This is an optimization exercise on Yosys and OpenROAD, whose aim is small area, a short achievable clock period and few clock cycles, not a production implementation. Only simulation tests tie the RTL to the original design; equivalence was not proved. Power figures rest on the tool's default switching activity, not on a simulated workload.

<file path="design.v">
package rqscp_pkg;
    localparam int QUEUE_DEPTH    = 8;
    localparam int SMALL_BUFFERS  = 8;
    localparam int MEDIUM_BUFFERS = 4;
    localparam int LARGE_BUFFERS  = 2;
    localparam int POOL_MAX       = 8;
    localparam int PTR_W  = $clog2(QUEUE_DEPTH);
    localparam int CNT_W  = $clog2(QUEUE_DEPTH + 1);
    localparam int IDX_W  = $clog2(POOL_MAX);
    localparam int CLS_W  = 2;
    localparam int LEN_W  = 16;
    localparam int ADDR_W = 16;
    localparam int KIND_W = 8;
    localparam int ENTRY_W = KIND_W + 3 * ADDR_W + 1 + LEN_W + CLS_W + IDX_W;
    localparam int CFG_ADDR_W = 2;
    localparam int CFG_DATA_W = 16;
    localparam logic [CFG_ADDR_W-1:0] CFG_SMALL_BYTES  = 2'd0;
    localparam logic [CFG_ADDR_W-1:0] CFG_MEDIUM_BYTES = 2'd1;
    localparam logic [CFG_ADDR_W-1:0] CFG_LARGE_BYTES  = 2'd2;
    localparam logic [LEN_W-1:0] SMALL_BYTES_RST  = 16'd64;
    localparam logic [LEN_W-1:0] MEDIUM_BYTES_RST = 16'd256;
    localparam logic [LEN_W-1:0] LARGE_BYTES_RST  = 16'd4096;
    localparam int S_TDATA_W = 80;
    localparam int S_TUSER_W = 2;
    localparam int M_TDATA_W = 88;
    localparam int M_TUSER_W = 2;
    typedef enum logic [1:0] {
        ACT_ENQUEUE = 2'd0,
        ACT_DEQUEUE = 2'd1,
        ACT_PEEK    = 2'd2,
        ACT_UNUSED  = 2'd3
    } action_t;
    typedef enum logic [1:0] {
        ST_DONE   = 2'd0,
        ST_FULL   = 2'd1,
        ST_NOFIT  = 2'd2,
        ST_EMPTY  = 2'd3
    } status_t;
    typedef enum logic [CLS_W-1:0] {
        CLS_SMALL  = 2'd0,
        CLS_MEDIUM = 2'd1,
        CLS_LARGE  = 2'd2,
        CLS_NONE   = 2'd3
    } buf_class_t;
    typedef enum logic {
        OUT_EMPTY = 1'b0,
        OUT_FULL  = 1'b1
    } ctrl_state_t;
    typedef struct packed {
        action_t            action;
        logic [KIND_W-1:0]  msg_kind;
        logic [ADDR_W-1:0]  remote_addr;
        logic [ADDR_W-1:0]  source_addr;
        logic [ADDR_W-1:0]  target_addr;
        logic               target_is_functional;
        logic [LEN_W-1:0]   payload_len;
    } request_t;
    typedef struct packed {
        logic [KIND_W-1:0]  msg_kind;
        logic [ADDR_W-1:0]  remote_addr;
        logic [ADDR_W-1:0]  source_addr;
        logic [ADDR_W-1:0]  target_addr;
        logic               target_is_functional;
        logic [LEN_W-1:0]   payload_len;
        buf_class_t         buf_class;
        logic [IDX_W-1:0]   buf_index;
    } entry_t;
    typedef struct packed {
        status_t            status;
        logic [CNT_W-1:0]   entry_count;
        logic               head_valid;
        entry_t             head;
    } result_t;
    typedef struct packed {
        logic step;
    } ctrl_cmd_t;
    typedef struct packed {
        logic             found;
        logic [IDX_W-1:0] index;
    } pick_t;
    function automatic logic [IDX_W:0] lowest_free(input logic [POOL_MAX-1:0] used);
        lowest_free = '0;
        for (int i = POOL_MAX - 1; i >= 0; i--) begin
            if (!used[i]) begin
                lowest_free = {1'b1, i[IDX_W-1:0]};
            end
        end
    endfunction
    function automatic logic [PTR_W-1:0] ptr_inc(input logic [PTR_W-1:0] ptr);
        if (ptr == QUEUE_DEPTH - 1) begin
            ptr_inc = '0;
        end else begin
            ptr_inc = ptr + 1'b1;
        end
    endfunction
endpackage
module rqscp_ctrl
(
    input  logic                 clk,
    input  logic                 rst_n,
    input  logic                 s_tvalid,
    output logic                 s_tready,
    output logic                 m_tvalid,
    input  logic                 m_tready,
    output rqscp_pkg::ctrl_cmd_t cmd
);
    rqscp_pkg::ctrl_state_t state_reg;
    rqscp_pkg::ctrl_state_t state_next;
    logic                   room;
    assign room = (state_reg == rqscp_pkg::OUT_EMPTY) || m_tready;
    always_comb
    begin
        state_next = state_reg;
        unique case (state_reg)
            rqscp_pkg::OUT_EMPTY:
            begin
                if (s_tvalid)
                begin
                    state_next = rqscp_pkg::OUT_FULL;
                end
            end
            rqscp_pkg::OUT_FULL:
            begin
                if (m_tready && !s_tvalid)
                begin
                    state_next = rqscp_pkg::OUT_EMPTY;
                end
            end
        endcase
    end
    always_comb
    begin
        s_tready = room;
        m_tvalid = (state_reg == rqscp_pkg::OUT_FULL);
        cmd.step = s_tvalid && room;
    end
    always_ff @(posedge clk or negedge rst_n)
    begin
        if (!rst_n)
        begin
            state_reg <= rqscp_pkg::OUT_EMPTY;
        end
        else
        begin
            state_reg <= state_next;
        end
    end
endmodule
module rqscp_dpath
(
    input  logic                                 clk,
    input  logic                                 rst_n,
    input  rqscp_pkg::ctrl_cmd_t                 cmd,
    input  rqscp_pkg::request_t                  req,
    input  logic                                 cfg_we,
    input  logic [rqscp_pkg::CFG_ADDR_W-1:0]     cfg_addr,
    input  logic [rqscp_pkg::CFG_DATA_W-1:0]     cfg_wdata,
    output rqscp_pkg::result_t                   result
);
    logic [rqscp_pkg::LEN_W-1:0] small_bytes_reg;
    logic [rqscp_pkg::LEN_W-1:0] medium_bytes_reg;
    logic [rqscp_pkg::LEN_W-1:0] large_bytes_reg;
    logic [rqscp_pkg::ENTRY_W-1:0]    store_reg [0:rqscp_pkg::QUEUE_DEPTH-1];
    rqscp_pkg::entry_t                  head_reg;
    rqscp_pkg::entry_t                  head_next;
    logic [rqscp_pkg::PTR_W-1:0]        wr_reg;
    logic [rqscp_pkg::PTR_W-1:0]        wr_next;
    logic [rqscp_pkg::PTR_W-1:0]        rd_reg;
    logic [rqscp_pkg::PTR_W-1:0]        rd_next;
    logic [rqscp_pkg::CNT_W-1:0]        occ_reg;
    logic [rqscp_pkg::CNT_W-1:0]        occ_next;
    logic [rqscp_pkg::SMALL_BUFFERS-1:0]  small_used_reg;
    logic [rqscp_pkg::SMALL_BUFFERS-1:0]  small_used_next;
    logic [rqscp_pkg::MEDIUM_BUFFERS-1:0] medium_used_reg;
    logic [rqscp_pkg::MEDIUM_BUFFERS-1:0] medium_used_next;
    logic [rqscp_pkg::LARGE_BUFFERS-1:0]  large_used_reg;
    logic [rqscp_pkg::LARGE_BUFFERS-1:0]  large_used_next;
    rqscp_pkg::result_t                 result_reg;
    rqscp_pkg::result_t                 result_next;
    rqscp_pkg::pick_t                   small_pick;
    rqscp_pkg::pick_t                   medium_pick;
    rqscp_pkg::pick_t                   large_pick;
    rqscp_pkg::entry_t                  new_entry;
    logic                               store_we;
    logic                               is_full;
    logic                               is_empty;
    assign is_full  = (occ_reg == rqscp_pkg::CNT_W'(rqscp_pkg::QUEUE_DEPTH));
    assign is_empty = (occ_reg == '0);
    always_comb
    begin
        small_pick  = rqscp_pkg::lowest_free(rqscp_pkg::POOL_MAX'(small_used_reg));
        medium_pick = rqscp_pkg::lowest_free(
            {{(rqscp_pkg::POOL_MAX - rqscp_pkg::MEDIUM_BUFFERS){1'b1}}, medium_used_reg});
        large_pick  = rqscp_pkg::lowest_free(
            {{(rqscp_pkg::POOL_MAX - rqscp_pkg::LARGE_BUFFERS){1'b1}}, large_used_reg});
    end
    always_comb
    begin
        small_used_next  = small_used_reg;
        medium_used_next = medium_used_reg;
        large_used_next  = large_used_reg;
        wr_next          = wr_reg;
        rd_next          = rd_reg;
        occ_next         = occ_reg;
        head_next        = head_reg;
        store_we         = 1'b0;
        result_next.status = rqscp_pkg::ST_DONE;
        new_entry.msg_kind             = req.msg_kind;
        new_entry.remote_addr          = req.remote_addr;
        new_entry.source_addr          = req.source_addr;
        new_entry.target_addr          = req.target_addr;
        new_entry.target_is_functional = req.target_is_functional;
        new_entry.payload_len          = req.payload_len;
        new_entry.buf_class            = rqscp_pkg::CLS_NONE;
        new_entry.buf_index            = '0;
        if (req.payload_len <= small_bytes_reg && small_pick.found)
        begin
            new_entry.buf_class = rqscp_pkg::CLS_SMALL;
            new_entry.buf_index = small_pick.index;
        end
        else if (req.payload_len <= medium_bytes_reg && medium_pick.found)
        begin
            new_entry.buf_class = rqscp_pkg::CLS_MEDIUM;
            new_entry.buf_index = medium_pick.index;
        end
        else if (req.payload_len <= large_bytes_reg && large_pick.found)
        begin
            new_entry.buf_class = rqscp_pkg::CLS_LARGE;
            new_entry.buf_index = large_pick.index;
        end
        unique case (req.action)
            rqscp_pkg::ACT_ENQUEUE:
            begin
                if (is_full)
                begin
                    result_next.status = rqscp_pkg::ST_FULL;
                end
                else if (new_entry.buf_class == rqscp_pkg::CLS_NONE)
                begin
                    result_next.status = rqscp_pkg::ST_NOFIT;
                end
                else
                begin
                    store_we = 1'b1;
                    wr_next  = rqscp_pkg::ptr_inc(wr_reg);
                    occ_next = occ_reg + 1'b1;
                    if (is_empty)
                    begin
                        head_next = new_entry;
                    end
                    unique case (new_entry.buf_class)
                        rqscp_pkg::CLS_SMALL:
                            small_used_next = small_used_reg
                                | (rqscp_pkg::SMALL_BUFFERS'(1) << new_entry.buf_index);
                        rqscp_pkg::CLS_MEDIUM:
                            medium_used_next = medium_used_reg
                                | (rqscp_pkg::MEDIUM_BUFFERS'(1) << new_entry.buf_index);
                        default:
                            large_used_next = large_used_reg
                                | (rqscp_pkg::LARGE_BUFFERS'(1) << new_entry.buf_index);
                    endcase
                end
            end
            rqscp_pkg::ACT_DEQUEUE:
            begin
                if (is_empty)
                begin
                    result_next.status = rqscp_pkg::ST_EMPTY;
                end
                else
                begin
                    rd_next   = rqscp_pkg::ptr_inc(rd_reg);
                    occ_next  = occ_reg - 1'b1;
                    head_next = store_reg[rd_next];
                    unique case (head_reg.buf_class)
                        rqscp_pkg::CLS_SMALL:
                            small_used_next = small_used_reg
                                & ~(rqscp_pkg::SMALL_BUFFERS'(1) << head_reg.buf_index);
                        rqscp_pkg::CLS_MEDIUM:
                            medium_used_next = medium_used_reg
                                & ~(rqscp_pkg::MEDIUM_BUFFERS'(1) << head_reg.buf_index);
                        default:
                            large_used_next = large_used_reg
                                & ~(rqscp_pkg::LARGE_BUFFERS'(1) << head_reg.buf_index);
                    endcase
                end
            end
            default:
            begin
            end
        endcase
        result_next.entry_count = occ_next;
        result_next.head_valid  = (occ_next != '0);
        result_next.head        = (occ_next != '0) ? head_next : '0;
    end
    always_ff @(posedge clk or negedge rst_n)
    begin
        if (!rst_n)
        begin
            small_bytes_reg  <= rqscp_pkg::SMALL_BYTES_RST;
            medium_bytes_reg <= rqscp_pkg::MEDIUM_BYTES_RST;
            large_bytes_reg  <= rqscp_pkg::LARGE_BYTES_RST;
        end
        else if (cfg_we)
        begin
            unique case (cfg_addr)
                rqscp_pkg::CFG_SMALL_BYTES:  small_bytes_reg  <= cfg_wdata;
                rqscp_pkg::CFG_MEDIUM_BYTES: medium_bytes_reg <= cfg_wdata;
                rqscp_pkg::CFG_LARGE_BYTES:  large_bytes_reg  <= cfg_wdata;
                default:
                begin
                end
            endcase
        end
    end
    always_ff @(posedge clk or negedge rst_n)
    begin
        if (!rst_n)
        begin
            wr_reg          <= '0;
            rd_reg          <= '0;
            occ_reg         <= '0;
            small_used_reg  <= '0;
            medium_used_reg <= '0;
            large_used_reg  <= '0;
        end
        else if (cmd.step)
        begin
            wr_reg          <= wr_next;
            rd_reg          <= rd_next;
            occ_reg         <= occ_next;
            small_used_reg  <= small_used_next;
            medium_used_reg <= medium_used_next;
            large_used_reg  <= large_used_next;
        end
    end
    always_ff @(posedge clk)
    begin
        if (cmd.step)
        begin
            head_reg   <= head_next;
            result_reg <= result_next;
            if (store_we)
            begin
                store_reg[wr_reg] <= new_entry;
            end
        end
    end
    assign result = result_reg;
endmodule
module request_queue_with_size_class_pool
(
    input  logic                                 clk,
    input  logic                                 rst_n,
    input  logic                                 s_tvalid,
    output logic                                 s_tready,
    input  logic [rqscp_pkg::S_TDATA_W-1:0]      s_tdata,
    input  logic [rqscp_pkg::S_TUSER_W-1:0]      s_tuser,
    output logic                                 m_tvalid,
    input  logic                                 m_tready,
    output logic [rqscp_pkg::M_TDATA_W-1:0]      m_tdata,
    output logic [rqscp_pkg::M_TUSER_W-1:0]      m_tuser,
    input  logic                                 cfg_we,
    input  logic [rqscp_pkg::CFG_ADDR_W-1:0]     cfg_addr,
    input  logic [rqscp_pkg::CFG_DATA_W-1:0]     cfg_wdata
);
    rqscp_pkg::ctrl_cmd_t cmd;
    rqscp_pkg::request_t  req;
    rqscp_pkg::result_t   result;
    always_comb
    begin
        req.action               = rqscp_pkg::action_t'(s_tuser);
        req.msg_kind             = s_tdata[7:0];
        req.remote_addr          = s_tdata[23:8];
        req.source_addr          = s_tdata[39:24];
        req.target_addr          = s_tdata[55:40];
        req.target_is_functional = s_tdata[56];
        req.payload_len          = s_tdata[72:57];
    end
    rqscp_ctrl u_ctrl
    (
        .clk      (clk),
        .rst_n    (rst_n),
        .s_tvalid (s_tvalid),
        .s_tready (s_tready),
        .m_tvalid (m_tvalid),
        .m_tready (m_tready),
        .cmd      (cmd)
    );
    rqscp_dpath u_dpath
    (
        .clk       (clk),
        .rst_n     (rst_n),
        .cmd       (cmd),
        .req       (req),
        .cfg_we    (cfg_we),
        .cfg_addr  (cfg_addr),
        .cfg_wdata (cfg_wdata),
        .result    (result)
    );
    assign m_tuser = result.status;
    assign m_tdata = {
        5'd0,
        result.head.buf_index,
        result.head.buf_class,
        result.head.payload_len,
        result.head.target_is_functional,
        result.head.target_addr,
        result.head.source_addr,
        result.head.remote_addr,
        result.head.msg_kind,
        result.head_valid,
        result.entry_count
    };
endmodule
</file>
<file path="run.sh">
#!/bin/bash
# synth_recipe.tcl (not shown) runs the flow's synth.tcl, then flattens the netlist and writes it again
# the make line also repeats each setting of config.mk as NAME=value (left out here)
make -C /OpenROAD-flow-scripts/flow DESIGN_CONFIG=/design/flow/config.mk WORK_HOME=/design/flow/orfs CLKGATE_MAP_FILE= SYNTH_SCRIPT=/design/flow/synth_recipe.tcl finish
</file>
<file path="config.mk">
export PLATFORM = sky130hd
export DESIGN_NAME = request_queue_with_size_class_pool
export DESIGN_NICKNAME = request_queue_with_size_class_pool
export VERILOG_FILES = /design/flow/design.v
export SDC_FILE = /design/flow/constraint.sdc
export NUM_CORES = 4
export LEC_CHECK = 0
export CAP_MARGIN = 20
export CORE_MARGIN = 2
export CORE_UTILIZATION = 40
export SLEW_MARGIN = 20
</file>
<file path="constraint.sdc">
create_clock -name core_clock -period 5.0 [get_ports {clk}]
set_input_delay 1.0000 -clock core_clock [delete_from_list [all_inputs] [get_ports {clk}]]
set_output_delay 1.0000 -clock core_clock [all_outputs]
set_load 0.01 [all_outputs]
</file>
==> reports/qor.csv <==
metric;value;unit
start_kind;primary input;
worst_pin_slew;0.9940;ns
crit_required;5.37;ns
finalCritPeriodShare;88.23;%
drt-initial-drc-count;1466;
leakage;14.79;nW
first_pass_iters;5;
timing.slew.headroom;33.44;%
cts_resized;0;
clk_path_buf_depth;3;
startpoint;s_tdata[72];
syn_inst;1916;
start_util;40.40;%
dieArea;90150;µm²
htree_levels;3;
synth_common_cells;edfxtp_1 (787), mux4_2 (156), nand2_1 (114);
n_antenna_cell;0;
area_delta_synth_final;23.82;%
core;86890;µm²
port_buffers;184;
end_kind;flop;
async_flop_share;8.488;%
outcome;timing/DRC/antenna clean;
numCtsBuffers;91;
vias_per_cell;5.430;
nets;2416;
first_global_vias;19790;
critPathMaxFanout;24;
seqPwrFrac;39.0;%
p_int;0.01630;W
synth_most_common_cell;edfxtp_1;
fin_crit;4.412;ns
critPathSlowestCell;or4_2;
clock_latency;0.65;ns
critical_path_class;primary input to flop;
hp-class;primary input to asynchronous set/reset pin;
ant_nets;0;
fmaxAchievable;226.7;MHz
pin_count;197;
antenna_found_initial;3;
cts_setup_buffers;0;
dp_slack;-0.07337;ns
ys_seq_area_share;72.53;%
fillCellCount;7076;
stdcell_area;43470;µm²
grt_pass1_wl;122800;µm
maxSlewViolCount;0;
largest_register_ffs;624;
place.gp.congestion;0.8382;
setup_viol;0;
power;0.02290;W
grt_max_degree;103;
fin_skew;0.03796;ns
dp_hpwl;49980;µm
power_density;526.7;nW/µm²
worstPathArrival;4.78;ns
cts_tree;built;
hold_viol;0;
grt_util_all_layers;18.05;%
rows;108;
synth-edff-count;787;
avgSynthCellArea;18.32;µm²
ys_types;71;
synth_top_area_share;67.32;%
regArea;25460;µm²
clock_sinks;860;
place_area;40300;µm²
switching_share;28.79;%
die_w;300.2;µm
postCtsHoldBufs;0;
vias;18920;
synthTopCellsByArea;edfxtp_1 (67%), mux4_2 (10%), dfrtp_1 (5.0%);
finalWorstSetupSlack;0.5883;ns
utilization;50.03;%
die_h;300.2;µm
yosysTopAreaCell;edfxtp_1;
remaining_drc_errors;0;
multi_input_area;9228;µm²
ys.flop_type;edfxtp_1;
max_stage_delay;0.78;ns
routed_wl;81000;µm
drv_cap;0;
ys_warn_count;3;
layout-drive-gt1-share;25.98;%
synthesis.area;35100;µm²
grt.overflow.total;0;
cts.clk_slew.worst_paths;0.06;ns
rsz0062_at_grt;no;
avgRoutedWirePerCell;23.25;µm
ys_ff_latch;860;
pwr-share-comb;30.3;%
cts_root_buf;clkbuf_16;
reg2reg_from;u_dpath.medium_bytes_reg[8];
crit_path_cell_trace;clkdlybuf4s50_1 -> ha_1 -> nand4_1 -> nor3_1 -> a21boi_0 -> o41a_1 -> o22ai_4 -> nor4b_1 -> a211oi_1 -> or4_2 -> buf_4 -> and2_1;
power_switching;0.006592;W
vdd_ir_drop_max;0.0006848;V
finalSetupTns;0;ns
clkPwrFrac;30.7;%
layer usage:
metal	up-vias	global-route usage, %	wire, µm
met4	2	4.429	1343
met3	111	3.107	4362
met5	-	0	13
li1	8412	-	-
met2	559	30.30	40330
met1	9834	24.55	34950
power by group through the flow:
stage / Combinational, W / Clock (W) / Sequential, W
floorplan: 0.00486 / 0 / 0.00904
global placement: 0.00694 / 0 / 0.00905
detailed placement: 0.00702 / 0 / 0.00907
CTS: 0.00706 / 0.00719 / 0.00893
global route: 0.00752 / 0.00747 / 0.00898
finish: 0.00693 / 0.00704 / 0.00893
placed cells by master (no fill, tap or decap), drive strengths merged, types with 18 or more instances in the layout:
cell type,synthesis,final
clkinv,1,35
nand2,114,114
ha,54,54
o221a,56,56
mux2,41,41
edfxtp,787,787
a211oi,20,20
buf,45,160
a221o,18,18
clkbuf,54,106
mux2i,77,77
inv,62,65
mux4,156,156
and2,82,82
dfrtp,70,70
clkdlybuf4s50,0,183
nor2,45,45
o21ai,45,45
a21oi,35,35
nor3,20,20
per-stage QoR:
stage / instances / hold WS [ns]
floorplan: 1920 / 0.4776
global placement: 3318 / 0.4896
detailed placement: 3318 / 0.4937
CTS: 3483 / 0.5071
global route: 3484 / 0.2436
finish: 3484 / 0.2587
critical path: cells and delay by family:
family,cells,cell delay [ns]
simple gates,5,1.72
compound gates,4,0.80
buf+inv,2,0.84
fa+ha+maj,1,0.40
final timing paths:
path	end	slack (ns)	depth (start not counted)
worst max-delay path	u_dpath.result_reg[75]	0.59	12
worst min-delay path	u_dpath.occ_reg[2]	0.26	1
worst max register to register	u_dpath.result_reg[75]	1.07	12
worst min register to register	u_dpath.medium_bytes_reg[2]	0.50	1
max in group asynchronous	u_dpath.medium_bytes_reg[8]	4.09	2
min in group core_clock	u_dpath.medium_bytes_reg[2]	0.50	1
final cells by class:
cell class | instances | share of cell area, %
flip-flops and latches | 860 | 58.58
multi-input cells | 898 | 21.23
repair buffers | 343 | 9.096
clock buffers | 106 | 5.437
well taps | 1155 | 3.325
clock inverters | 59 | 1.782
inverters | 63 | 0.5527
kinds of logic (layout without fill, tap and decap cells):
family,count (synthesis),in the layout,share of synthesized area (%)
compound gates,235,235,5.314
xor+xnor,2,2,0.04991
fa+ha+maj,54,54,1.925
buf+inv,162,571,1.935
flops,860,860,72.53
mux,274,274,13.52
other cells,1,5,0.01068
simple gates,328,328,4.712
Testbench counts, summed over its fixed seeds: cycles 12,008.

port drivers added, routing unchanged:
The flow's constraints put no driver on any port. The routed layout listed below was extracted and timed again, unchanged, in two steps. Step 1 (the two cells are an assumption about what drives the block):
set clk [get_ports {clk}]
set_driving_cell -lib_cell sky130_fd_sc_hd__clkbuf_16 $clk
set_driving_cell -lib_cell sky130_fd_sc_hd__buf_2 [delete_from_list [all_inputs] $clk]
Step 2 moves the port delays by t, midway between the first and last clock arrival at a register: inputs arrive t later, outputs are due t later. That takes back most of the time a late clock gives input paths. a / b / c = ideal / step 1 / step 2; a / b = the first two.
shift t [ns]: 0.692
setup slack, ns: 0.588 / 0.621 / -0.070
worst hold slack (ns): 0.259 / 0.222 / 0.504
pins driven straight from the clock port: 1
With both steps, setup timing fails in this run, where it was met with ideal ports. The setup slack of this run moves by +0.033 ns with the drivers and by -0.658 ns with both steps.
